This is an optimization exercise on Yosys and OpenROAD, whose aim is small area and a short achievable clock period, not a production implementation.
Function was checked by simulation only, so behaviour that the tests miss may differ from the original.

==> inputs of run a <==
==> flow/design.v <==
`default_nettype none
module pkt_fifo #(
    parameter int fifo_depth = 32,
    parameter int word_w     = 33
) (
    input  wire                            clk,
    input  wire                            wr_en,
    input  wire  [$clog2(fifo_depth)-1:0]  wr_addr,
    input  wire  [word_w-1:0]              wr_word,
    input  wire  [$clog2(fifo_depth)-1:0]  rd_addr,
    output logic [word_w-1:0]              rd_word
);
    logic [word_w-1:0] mem [fifo_depth];
    always_ff @(posedge clk) begin
        if (wr_en) begin
            mem[wr_addr] <= wr_word;
        end
    end
    assign rd_word = mem[rd_addr];
endmodule
`default_nettype wire
`default_nettype none
module pkt_classifier #(
    parameter int num_prio = 4,
    parameter int data_w   = 32,
    parameter int len_w    = 8,
    parameter int fw_w     = 6
) (
    input  wire                        clk,
    input  wire                        rst,
    input  wire                        in_sop,
    input  wire                        in_eop,
    input  wire                        in_vld,
    input  wire  [data_w-1:0]          in_data,
    input  wire  [num_prio-1:0]        prio_en,
    input  wire  [num_prio*fw_w-1:0]   free_words,
    output logic [num_prio-1:0]        q_vld,
    output logic [1:0]                 q_sel,
    output logic                       q_eop,
    output logic                       drop
);
    logic [2:0]       hdr_prio;
    logic [len_w-1:0] hdr_len;
    logic [num_prio-1:0] fit;
    logic keep_now;
    logic keep_cur;
    logic       in_pkt;
    logic       keep_q;
    logic [1:0] sel_q;
    assign hdr_prio = in_data[data_w-1 -: 3];
    assign hdr_len  = in_data[data_w-4 -: len_w];
    for (genvar g = 0; g < num_prio; g++) begin : g_fit
        assign fit[g] = prio_en[g] && (len_w'(free_words[g*fw_w +: fw_w]) >= hdr_len);
    end
    assign keep_now = !hdr_prio[2] && fit[hdr_prio[1:0]];
    assign keep_cur = in_sop ? keep_now : (in_pkt && keep_q);
    assign q_sel    = in_sop ? hdr_prio[1:0] : sel_q;
    assign q_eop    = in_vld && keep_cur && in_eop;
    for (genvar g = 0; g < num_prio; g++) begin : g_steer
        assign q_vld[g] = in_vld && keep_cur && (q_sel == 2'(g));
    end
    always_ff @(posedge clk) begin
        if (rst) begin
            in_pkt <= 1'b0;
            drop   <= 1'b0;
        end else begin
            drop <= in_vld && in_sop && !keep_now;
            if (in_vld) begin
                in_pkt <= in_sop ? !in_eop : (in_pkt && !in_eop);
            end
        end
    end
    always_ff @(posedge clk) begin
        if (in_vld && in_sop) begin
            keep_q <= keep_now;
            sel_q  <= hdr_prio[1:0];
        end
    end
endmodule
`default_nettype wire
`default_nettype none
module strict_sched #(
    parameter int num_prio = 4,
    parameter int word_w   = 33
) (
    input  wire                        clk,
    input  wire                        rst,
    input  wire  [num_prio-1:0]        pkt_avail,
    input  wire  [num_prio*word_w-1:0] nxt_word,
    input  wire  [num_prio-1:0]        nxt_byp,
    input  wire  [word_w-1:0]          s_word,
    output logic [num_prio-1:0]        q_load,
    output logic                       take,
    output logic [1:0]                 grant,
    input  wire                        out_ready,
    output logic                       out_sop,
    output logic                       out_eop,
    output logic                       out_vld,
    output logic [word_w-2:0]          out_data,
    output logic                       fwd
);
    logic             busy;
    logic             lock;
    logic             last;
    logic [1:0]       hi_idx;
    logic [1:0]       sel;
    logic [word_w-1:0] word_n;
    logic [word_w-1:0] word_a;
    logic [word_w-1:0] word_b;
    assign out_vld = busy;
    assign {out_eop, out_data} = word_a;
    assign take    = busy && out_ready;
    assign lock    = !busy && (|pkt_avail);
    assign last    = take && out_eop;
    always_comb begin
        hi_idx = '0;
        for (int i = 0; i < num_prio; i++) begin
            if (pkt_avail[i]) begin
                hi_idx = 2'(i);
            end
        end
    end
    assign sel    = busy ? grant : hi_idx;
    assign word_n = nxt_byp[sel] ? s_word : nxt_word[sel*word_w +: word_w];
    for (genvar g = 0; g < num_prio; g++) begin : g_load
        assign q_load[g] = (lock || (take && !out_eop)) && (sel == 2'(g));
    end
    always_ff @(posedge clk) begin
        word_a <= (lock || take) ? word_n : word_b;
        word_b <= (lock || take) ? word_n : word_a;
        if (lock) begin
            grant <= hi_idx;
        end
        out_sop <= lock || (out_sop && !take);
    end
    always_ff @(posedge clk) begin
        if (rst) begin
            busy <= 1'b0;
            fwd  <= 1'b0;
        end else begin
            fwd <= last;
            if (lock) begin
                busy <= 1'b1;
            end else if (last) begin
                busy <= 1'b0;
            end
        end
    end
endmodule
`default_nettype wire
`default_nettype none
module pq_regs #(
    parameter int num_prio = 4,
    parameter int data_w   = 32,
    parameter int addr_w   = 4,
    parameter int cnt_w    = 16
) (
    input  wire                 clk,
    input  wire                 rst,
    input  wire                 psel,
    input  wire                 penable,
    input  wire                 pwrite,
    input  wire  [addr_w-1:0]   paddr,
    input  wire  [data_w-1:0]   pwdata,
    output logic [data_w-1:0]   prdata,
    output logic                pready,
    output logic                pslverr,
    input  wire                 drop,
    input  wire                 fwd,
    input  wire  [num_prio-1:0] pkt_avail_next,
    output logic [num_prio-1:0] prio_en
);
    logic [cnt_w-1:0] drop_cnt;
    logic [cnt_w-1:0] fwd_cnt;
    logic [cnt_w-1:0] drop_cnt_d;
    logic [cnt_w-1:0] fwd_cnt_d;
    logic [cnt_w-1:0] drop_cnt_1;
    logic [cnt_w-1:0] fwd_cnt_1;
    logic [num_prio-1:0] prio_en_d;
    logic [cnt_w-1:0] rd_d;
    logic access;
    logic wr_ctrl;
    logic wr_drop;
    logic wr_fwd;
    logic drop_up;
    logic fwd_up;
    assign access = psel && penable;
    assign pready = 1'b1;
    assign wr_ctrl = access && pwrite && (paddr == 4'h0);
    assign wr_drop = access && pwrite && (paddr == 4'h8);
    assign wr_fwd  = access && pwrite && (paddr == 4'hc);
    assign drop_cnt_1 = drop_cnt + 1'b1;
    assign fwd_cnt_1  = fwd_cnt + 1'b1;
    assign drop_up    = drop && (drop_cnt != '1);
    assign fwd_up     = fwd && (fwd_cnt != '1);
    assign prio_en_d  = rst ? '1 : wr_ctrl ? pwdata[num_prio-1:0] : prio_en;
    assign drop_cnt_d = rst ? '0 : wr_drop ? cnt_w'(drop) :
                        (({cnt_w{drop_up}} & drop_cnt_1) | ({cnt_w{!drop_up}} & drop_cnt));
    assign fwd_cnt_d  = rst ? '0 : wr_fwd ? cnt_w'(fwd) :
                        (({cnt_w{fwd_up}} & fwd_cnt_1) | ({cnt_w{!fwd_up}} & fwd_cnt));
    always_ff @(posedge clk) begin
        prio_en  <= prio_en_d;
        drop_cnt <= drop_cnt_d;
        fwd_cnt  <= fwd_cnt_d;
    end
    always_comb begin
        case (paddr)
            4'h0:    rd_d = cnt_w'(prio_en_d);
            4'h4:    rd_d = cnt_w'(pkt_avail_next);
            4'h8:    rd_d = drop_cnt_d;
            4'hc:    rd_d = fwd_cnt_d;
            default: rd_d = '0;
        endcase
    end
    always_ff @(posedge clk) begin
        prdata[cnt_w-1:0] <= rd_d;
        pslverr           <= (paddr[1:0] != 2'b00);
    end
    assign prdata[data_w-1:cnt_w] = '0;
endmodule
`default_nettype wire
`default_nettype none
module pq_top #(
    parameter int num_prio   = 4,
    parameter int fifo_depth = 32
) (
    input  wire           clk,
    input  wire           rst,
    input  wire           in_sop,
    input  wire           in_eop,
    input  wire           in_vld,
    input  wire  [31:0]   in_data,
    output logic          out_sop,
    output logic          out_eop,
    output logic          out_vld,
    output logic [31:0]   out_data,
    input  wire           out_ready,
    input  wire           psel,
    input  wire           penable,
    input  wire           pwrite,
    input  wire  [3:0]    paddr,
    input  wire  [31:0]   pwdata,
    output logic [31:0]   prdata,
    output logic          pready,
    output logic          pslverr
);
    localparam int data_w = 32;
    localparam int word_w = data_w + 1;
    localparam int aw     = $clog2(fifo_depth);
    localparam int fw_w   = aw + 1;
    logic [num_prio-1:0]       wr;
    logic [1:0]                wr_sel;
    logic                      wr_eop;
    logic                      drop;
    logic                      fwd;
    logic [num_prio-1:0]       prio_en;
    logic [fw_w-1:0]           wptr [num_prio];
    logic [fw_w-1:0]           wptr_t [num_prio];
    logic [fw_w-1:0]           pkt_cnt [num_prio];
    logic [fw_w-1:0]           free [num_prio];
    logic [num_prio-1:0]       avail;
    logic [num_prio-1:0]       avail_next;
    logic [num_prio*fw_w-1:0]  free_words;
    logic [num_prio-1:0]       s_we;
    logic [aw-1:0]             s_addr;
    logic [aw-1:0]             s_addr1;
    logic [word_w-1:0]         s_word;
    logic [num_prio*word_w-1:0] nxt_flat;
    logic [num_prio-1:0]       nxt_byp;
    logic [num_prio-1:0]       q_load;
    logic                      take;
    logic [1:0]                grant;
    pq_regs #(.num_prio(num_prio)) i_regs (
        .clk(clk), .rst(rst),
        .psel(psel), .penable(penable), .pwrite(pwrite),
        .paddr(paddr), .pwdata(pwdata),
        .prdata(prdata), .pready(pready), .pslverr(pslverr),
        .drop(drop), .fwd(fwd), .pkt_avail_next(avail_next), .prio_en(prio_en)
    );
    pkt_classifier #(.num_prio(num_prio), .fw_w(fw_w)) i_cls (
        .clk(clk), .rst(rst),
        .in_sop(in_sop), .in_eop(in_eop), .in_vld(in_vld), .in_data(in_data),
        .prio_en(prio_en), .free_words(free_words),
        .q_vld(wr), .q_sel(wr_sel), .q_eop(wr_eop), .drop(drop)
    );
    always_ff @(posedge clk) begin
        if (rst) begin
            s_we <= '0;
        end else begin
            s_we <= wr;
        end
        s_addr  <= wptr_t[wr_sel][aw-1:0];
        s_addr1 <= wptr_t[wr_sel][aw-1:0] + 1'b1;
        s_word  <= {in_eop, in_data};
    end
    for (genvar g = 0; g < num_prio; g++) begin : g_q
        logic dec;
        logic rd;
        logic s_inc;
        logic [fw_w-1:0]   free_t;
        logic [fw_w-1:0]   cnt_t;
        logic [aw-1:0]     ra;
        logic [word_w-1:0] rd_word;
        logic [word_w-1:0] nxt;
        pkt_fifo #(.fifo_depth(fifo_depth), .word_w(word_w)) i_fifo (
            .clk(clk),
            .wr_en(s_we[g]), .wr_addr(s_addr), .wr_word(s_word),
            .rd_addr(ra), .rd_word(rd_word)
        );
        assign s_inc     = s_we[g] && s_word[word_w-1];
        assign wptr_t[g] = wptr[g] + fw_w'(s_we[g]);
        assign free_t    = free[g] - fw_w'(s_we[g]);
        assign cnt_t     = pkt_cnt[g] + fw_w'(s_inc);
        assign free_words[g*fw_w +: fw_w] = free_t;
        assign rd  = take && (grant == 2'(g));
        assign dec = rd && out_eop;
        assign avail_next[g] = (wr[g] && in_eop) || (cnt_t > fw_w'(1)) || (avail[g] && !dec);
        assign nxt_byp[g] = s_we[g] && (s_addr1 == ra);
        assign nxt_flat[g*word_w +: word_w] = nxt;
        always_ff @(posedge clk) begin
            if (rst) begin
                wptr[g]    <= '0;
                pkt_cnt[g] <= '0;
                free[g]    <= fw_w'(fifo_depth);
                avail[g]   <= 1'b0;
                ra         <= aw'(1);
            end else begin
                wptr[g]    <= wptr_t[g];
                pkt_cnt[g] <= cnt_t - fw_w'(dec);
                free[g]    <= free_t + fw_w'(rd);
                avail[g]   <= avail_next[g];
                ra         <= ra + aw'(q_load[g]);
            end
        end
        always_ff @(posedge clk) begin
            if (q_load[g]) begin
                nxt <= (s_we[g] && (s_addr == ra)) ? s_word : rd_word;
            end else if (nxt_byp[g]) begin
                nxt <= s_word;
            end
        end
    end
    strict_sched #(.num_prio(num_prio), .word_w(word_w)) i_sched (
        .clk(clk), .rst(rst),
        .pkt_avail(avail), .nxt_word(nxt_flat), .nxt_byp(nxt_byp), .s_word(s_word),
        .q_load(q_load), .take(take), .grant(grant), .out_ready(out_ready),
        .out_sop(out_sop), .out_eop(out_eop), .out_vld(out_vld),
        .out_data(out_data), .fwd(fwd)
    );
endmodule
`default_nettype wire
==> flow/run.sh <==
#!/bin/bash
# synth_recipe.tcl (not shown) runs the flow's synth.tcl, then flattens the netlist and writes it again
# the make line also repeats each setting of config.mk as NAME=value (left out here)
make -C /OpenROAD-flow-scripts/flow DESIGN_CONFIG=/design/flow/config.mk WORK_HOME=/design/flow/orfs CLKGATE_MAP_FILE= SYNTH_SCRIPT=/design/flow/synth_recipe.tcl finish
==> flow/config.mk <==
export PLATFORM = sky130hd
export DESIGN_NAME = pq_top
export DESIGN_NICKNAME = pq_top
export VERILOG_FILES = /design/flow/design.v
export SDC_FILE = /design/flow/constraint.sdc
export NUM_CORES = 4
export LEC_CHECK = 0
export CAP_MARGIN = 20
export CORE_MARGIN = 2
export CORE_UTILIZATION = 55
export SETUP_SLACK_MARGIN = 4.8
export SLEW_MARGIN = 20
==> flow/constraint.sdc <==
create_clock -name core_clock -period 8.0 [get_ports {clk}]
set_input_delay 1.6000 -clock core_clock [delete_from_list [all_inputs] [get_ports {clk}]]
set_output_delay 1.6000 -clock core_clock [all_outputs]
set_load 0.01 [all_outputs]
==> inputs of run b, as changes to run a <==
--- a/flow/design.v
+++ b/flow/design.v
@@ -6,5 +6,5 @@
     input  wire                            clk,
     input  wire                            wr_en,
-    input  wire  [$clog2(fifo_depth)-1:0]  wr_addr,
+    input  wire  [fifo_depth-1:0]          wr_sel,
     input  wire  [word_w-1:0]              wr_word,
     input  wire  [$clog2(fifo_depth)-1:0]  rd_addr,
@@ -13,6 +13,8 @@
     logic [word_w-1:0] mem [fifo_depth];
     always_ff @(posedge clk) begin
-        if (wr_en) begin
-            mem[wr_addr] <= wr_word;
+        for (int i = 0; i < fifo_depth; i++) begin
+            if (wr_en && wr_sel[i]) begin
+                mem[i] <= wr_word;
+            end
         end
     end
@@ -265,4 +267,5 @@
     logic [aw-1:0]             s_addr;
     logic [aw-1:0]             s_addr1;
+    logic [fifo_depth-1:0]     s_oh;
     logic [word_w-1:0]         s_word;
     logic [num_prio*word_w-1:0] nxt_flat;
@@ -292,4 +295,7 @@
         s_addr  <= wptr_t[wr_sel][aw-1:0];
         s_addr1 <= wptr_t[wr_sel][aw-1:0] + 1'b1;
+        for (int i = 0; i < fifo_depth; i++) begin
+            s_oh[i] <= (wptr_t[wr_sel][aw-1:0] == aw'(i));
+        end
         s_word  <= {in_eop, in_data};
     end
@@ -298,4 +304,5 @@
         logic rd;
         logic s_inc;
+        logic ge2;
         logic [fw_w-1:0]   free_t;
         logic [fw_w-1:0]   cnt_t;
@@ -305,5 +312,5 @@
         pkt_fifo #(.fifo_depth(fifo_depth), .word_w(word_w)) i_fifo (
             .clk(clk),
-            .wr_en(s_we[g]), .wr_addr(s_addr), .wr_word(s_word),
+            .wr_en(s_we[g]), .wr_sel(s_oh), .wr_word(s_word),
             .rd_addr(ra), .rd_word(rd_word)
         );
@@ -315,5 +322,6 @@
         assign rd  = take && (grant == 2'(g));
         assign dec = rd && out_eop;
-        assign avail_next[g] = (wr[g] && in_eop) || (cnt_t > fw_w'(1)) || (avail[g] && !dec);
+        assign ge2 = (pkt_cnt[g] > fw_w'(1)) || ((pkt_cnt[g] == fw_w'(1)) && s_inc);
+        assign avail_next[g] = (wr[g] && in_eop) || ge2 || (avail[g] && !dec);
         assign nxt_byp[g] = s_we[g] && (s_addr1 == ra);
         assign nxt_flat[g*word_w +: word_w] = nxt;
==> flow_summary.json <==
{
  "outcome": "complete, no violations",
  "non_clock_inverter_count": 91,
  "synth_xor_xnor_area_share_pct": 0.7056,
  "leakage_nw": 64.80,
  "tap_cells": 4140,
  "slowest_stage": "a221oi_2",
  "whs_ps": 437.4,
  "antenna_found_initial": 27,
  "post-place-ws_ps": 3144,
  "grt_pass1_wl_mm": 827.8,
  "instances_no_fill": 15440,
  "synth_top_family_by_area": "compound AO/OA/AOI/OAI gates",
  "cts.sinks": 4656,
  "path_buf_inv": 2,
  "multi_input_area_sq_um": 35570
}
Source of the figures above: run b

==> flow_summary.json <==
{
  "outcome": "finished with violations",
  "so_faults": "antenna violations",
  "drtAntennaViolNets": 1,
  "synth_top_family_by_area": "multiplexers",
  "non_clock_inverter_count": 57,
  "synth_xor_xnor_area_share_pct": 0.7411,
  "leakage_nw": 63.89,
  "slowest_stage": "and2_4",
  "cts.sinks": 4624,
  "post-place-ws_ps": 3036,
  "instances_no_fill": 13140
}
Source of the figures above: run a

==> separate check: timing with driven ports <==
Ports are ideal in the flow. The routed layouts listed here were re-timed in OpenROAD.
Step 1 (the two cells are an assumption about what drives the block):
set clk [get_ports {clk}]
set_driving_cell -lib_cell sky130_fd_sc_hd__clkbuf_16 $clk
set_driving_cell -lib_cell sky130_fd_sc_hd__buf_2 [delete_from_list [all_inputs] $clk]
Step 2, shift: input delay + t, output delay - t, t = (earliest + latest rising clock arrival at the registers) / 2. This alone moves slack from input paths to output paths.
Three values: ideal, step 1, step 2; two values: the first two.
run	t (ns)	slack for setup (ns)	cell pins on the clock port's net
run a	1.079	4.694 / 4.694 / 3.833	1
run b	1.089	4.573 / 4.573 / 3.897	1
For run a, which loses most, drivers alone change the setup slack by 0.000 ns; drivers and shift together by -0.861 ns.
